Source: an optimization exercise on an open RTL-to-GDS flow (aim: small area). Production flows keep margins and buffers that such runs may drop.
The RTL was checked by simulation tests, not by an equivalence proof against the original design.
Power is estimated from default activity; no workload was simulated.

==> flow/design.v (excerpt) <==
module cube_display_driver
#(
  parameter int CLK_DIV    = 2,
  parameter int LAYER_HOLD = 64
) (
  input  logic                  Clk,
  input  logic                  Reset,
  input  logic [N_CELLS-1:0]    Cells,
  input  logic                  Cells_valid,
  output logic                  Frame_taken,
  output logic                  SR_data,
  output logic                  SR_clk,
  output logic                  SR_latch,
  output logic [N_SIDE-1:0]     Layer_en,
  output logic                  Frame_done
);
For scale: roughly 530 flip-flops, ~530 I/O pins, ~0.017 sq mm of cells after synthesis.
==> flow/config.mk <==
export PLATFORM = sky130hd
export DESIGN_NAME = cube_display_driver
export DESIGN_NICKNAME = cube_display_driver
export VERILOG_FILES = /design/flow/design.v
export SDC_FILE = /design/flow/constraint.sdc
export NUM_CORES = 4
export LEC_CHECK = 0
export CAP_MARGIN = 20
export CORE_MARGIN = 2
export CORE_UTILIZATION = 40
export CTS_BUF_LIST = sky130_fd_sc_hd__clkbuf_2 sky130_fd_sc_hd__clkbuf_4 sky130_fd_sc_hd__clkbuf_8
export SLEW_MARGIN = 20
export SYNTH_HIERARCHICAL = 1
==> flow/constraint.sdc <==
create_clock -name core_clock -period 5.0 [get_ports {Clk}]
set_input_delay 1.0000 -clock core_clock [delete_from_list [all_inputs] [get_ports {Clk}]]
set_output_delay 1.0000 -clock core_clock [all_outputs]
set_load 0.01 [all_outputs]
standard.sh (not shown) runs the stock make flow with config.mk's settings and CLKGATE_MAP_FILE= SYNTH_SCRIPT=/design/flow/synth_recipe.tcl, a recipe that flattens the netlist after the stock synthesis.
==> flow/flow/run.sh <==
#!/bin/bash
# Standard ORFS layout, with the port buffers made from the smallest buffer
# cell instead of the one buffer_ports picks by itself.
set -euo pipefail
export BUFFER_PORTS_ARGS="-buffer_cell sky130_fd_sc_hd__buf_1"
bash standard.sh finish > flow_make.log 2>&1
Change:
CAP_MARGIN = 5   (was 20)
CORE_UTILIZATION = 60   (was 40)
CTS_BUF_LIST = sky130_fd_sc_hd__clkbuf_8   (was sky130_fd_sc_hd__clkbuf_2 sky130_fd_sc_hd__clkbuf_4 sky130_fd_sc_hd__clkbuf_8)
CTS_CLUSTER_DIAMETER = 60   (was not set)
CTS_CLUSTER_SIZE = 20   (was not set)
SLEW_MARGIN = 5   (was 20)
- The changed run finished with timing, DRC and antenna clean
- synthesized area is unchanged
- worst hold slack is better by 0.063 ns
- final area drops by 6.7%
- power went down by 22%
Change:
CAP_MARGIN = 20   (was 5)
CORE_UTILIZATION = 40   (was 60)
CTS_BUF_LIST = sky130_fd_sc_hd__clkbuf_4   (was sky130_fd_sc_hd__clkbuf_8)
CTS_CLUSTER_DIAMETER = not set   (was 60)
CTS_CLUSTER_SIZE = not set   (was 20)
SLEW_MARGIN = 20   (was 5)
Effect:
- The new run passed the timing, design-rule and antenna checks
- synthesized cell count is unchanged
- area after synthesis stays the same
- final area is higher by 5.8%
Change:
CORE_UTILIZATION = 60   (was 40)
CTS_BUF_LIST = sky130_fd_sc_hd__clkbuf_8   (was sky130_fd_sc_hd__clkbuf_4)
CTS_CLUSTER_DIAMETER = 60   (was not set)
CTS_CLUSTER_SIZE = 20   (was not set)
Outcome: The new run ran to the end with no violations; via count falls by 2.9%; total power falls by 17%; setup slack gains 0.0075 ns; design area falls by 5.3%; clock power falls by 36%; synthesized cell count stays the same; wire length falls by 8.7%.

---

Setup of v17:
Another version of the RTL of cube_display_driver (not shown whole).
Size: about 530 flip-flops, ~17000 sq um of cells after synthesis.
Design cube_display_driver, start of the top module:
module cube_display_driver
#(
  parameter int CLK_DIV    = 2,
  parameter int LAYER_HOLD = 64
) (
  input  logic                  Clk,
  input  logic                  Reset,
  input  logic [N_CELLS-1:0]    Cells,
  input  logic                  Cells_valid,
  output logic                  Frame_taken,
  output logic                  SR_data,
  output logic                  SR_clk,
  output logic                  SR_latch,
  output logic [N_SIDE-1:0]     Layer_en,
  output logic                  Frame_done
);
Settings: LEC_CHECK=0, CAP_MARGIN=20, CORE_MARGIN=2, CORE_UTILIZATION=60, CTS_BUF_LIST=sky130_fd_sc_hd__clkbuf_8, CTS_CLUSTER_DIAMETER=60, CTS_CLUSTER_SIZE=20, SLEW_MARGIN=20, SYNTH_HIERARCHICAL=1; clock period 5.0 ns.
==> flow/flow/run.sh <==
#!/bin/bash
# Standard ORFS layout, with the port buffers made from the smallest buffer
# cell instead of the one buffer_ports picks by itself, and a clock tree
# without dummy balancing loads.
set -euo pipefail
export BUFFER_PORTS_ARGS="-buffer_cell sky130_fd_sc_hd__buf_1"
export CTS_ARGS="-sink_clustering_enable -repair_clock_nets -sink_clustering_size 10 -sink_clustering_max_diameter 40 -buf_list sky130_fd_sc_hd__clkbuf_4 -dont_use_dummy_load"
bash standard.sh finish > flow_make.log 2>&1
v17: done, clean on timing, DRC and antenna
> inputs changed (v17 -> v56)
-- flow/flow/run.sh --
<<< v17, line 7
export CTS_ARGS="-sink_clustering_enable -repair_clock_nets -sink_clustering_size 10 -sink_clustering_max_diameter 40 -buf_list sky130_fd_sc_hd__clkbuf_4 -dont_use_dummy_load"
>>> v56, line 7
export CTS_ARGS="-sink_clustering_enable -repair_clock_nets -sink_clustering_size 20 -sink_clustering_max_diameter 60 -buf_list sky130_fd_sc_hd__clkbuf_8 -dont_use_dummy_load"
### Flow results
Result for v17 and v56: all clean
v56 reports its master of the slowest instance on the critical path as sky130_fd_sc_hd__dfstp_2 while v17 reports sky130_fd_sc_hd__dfrtp_1.
Delta (v56 minus v17): final critical-path share of the clock period down 3.1 points, buffering stage count on the worst path with inverters included -2, least setup slack across all paths after layout shows an increase of 150 ps.
Changes in v24 relative to v56:
-- flow/flow/run.sh --
<<< v56, line 7
export CTS_ARGS="-sink_clustering_enable -repair_clock_nets -sink_clustering_size 20 -sink_clustering_max_diameter 60 -buf_list sky130_fd_sc_hd__clkbuf_8 -dont_use_dummy_load"
>>> v24, line 7
export CTS_ARGS="-sink_clustering_enable -repair_clock_nets -sink_clustering_size 10 -sink_clustering_max_diameter 40 -buf_list sky130_fd_sc_hd__clkbuf_4 -dont_use_dummy_load"
-- flow/config.mk --
<<< v56, line 10
export CORE_UTILIZATION = 60
>>> v24, line 10
export CORE_UTILIZATION = 70
--- outcome ---
Summary of v24 over v56: number of non-clock buffers in the layout roughly the same, clock buffer count in the final layout higher, net total in the final layout higher. v56 ended up with pos[4] as its timing startpoint of the critical path; v24 ended up with z[0]. Summary of v24 over v56: die area saw a decrease; instance area after placement moved down; global routing met3 resource utilization +1.2 points.
--- input diff v24..v9 ---
==> flow/flow/run.sh <==
#!/bin/bash
# Standard ORFS layout, with the port buffers made from the smallest buffer
# cell instead of the one buffer_ports picks by itself.
set -euo pipefail
export BUFFER_PORTS_ARGS="-buffer_cell sky130_fd_sc_hd__buf_1"
bash standard.sh finish > flow_make.log 2>&1
-- flow/config.mk --
<<< v24, line 10
export CORE_UTILIZATION = 70
>>> v9, line 10
export CORE_UTILIZATION = 60
==> run notes <==
Diff v24..v9 | max-slew violation total from the final report | unchanged. Between v9 and v24, it is v9 whose worst ir drop on vdd is higher, by 3.3%. v24 has higher routing usage on met2 than v9. Lower worst-case setup margin in the final layout goes to v24 over v9. When v9 is set beside v24, its routed length on met2 turns out to be 280 um larger. v9 ended with less core utilization than v24.

[port drivers added, routing unchanged]
No port has a modelled driver above. Below, the same layouts with a new extraction and two added sets of constraints.
Step 1 assumes that a clkbuf_16 drives the clock port and a buf_2 every other input.
Step 2 adds t to the input delays and takes it off the output delays; t is the mean of the earliest and latest rising clock arrival at the registers after step 1. Input paths then give back, and output paths get back, about the clock's delay inside the block.
Slacks: ideal ports / drivers / drivers and shift; pairs: ideal ports / drivers.
run | t, ns | slack for setup (ns) | worst data-port slew with drivers (ns)
the first run of note 1 | 0.703 | 0.222 / 0.222 / 0.222 | 0.08
the second run of note 1 | 0.604 | 0.295 / 0.295 / 0.295 | 0.09
the third run of note 1 | 0.978 | 0.299 / 0.299 / 0.299 | 0.08
the fourth run of note 1 | 0.603 | 0.306 / 0.306 / 0.306 | 0.09
v17 | 0.786 | 1.147 / 1.097 / 1.349 | 0.12
v56 | 0.599 | 1.300 / 1.279 / 1.300 | 0.12
v24 | 0.766 | 1.195 / 1.149 / 1.221 | 0.14
v9 | 0.611 | 1.239 / 1.239 / 1.239 | 0.12
After both steps every run listed still meets setup and hold.
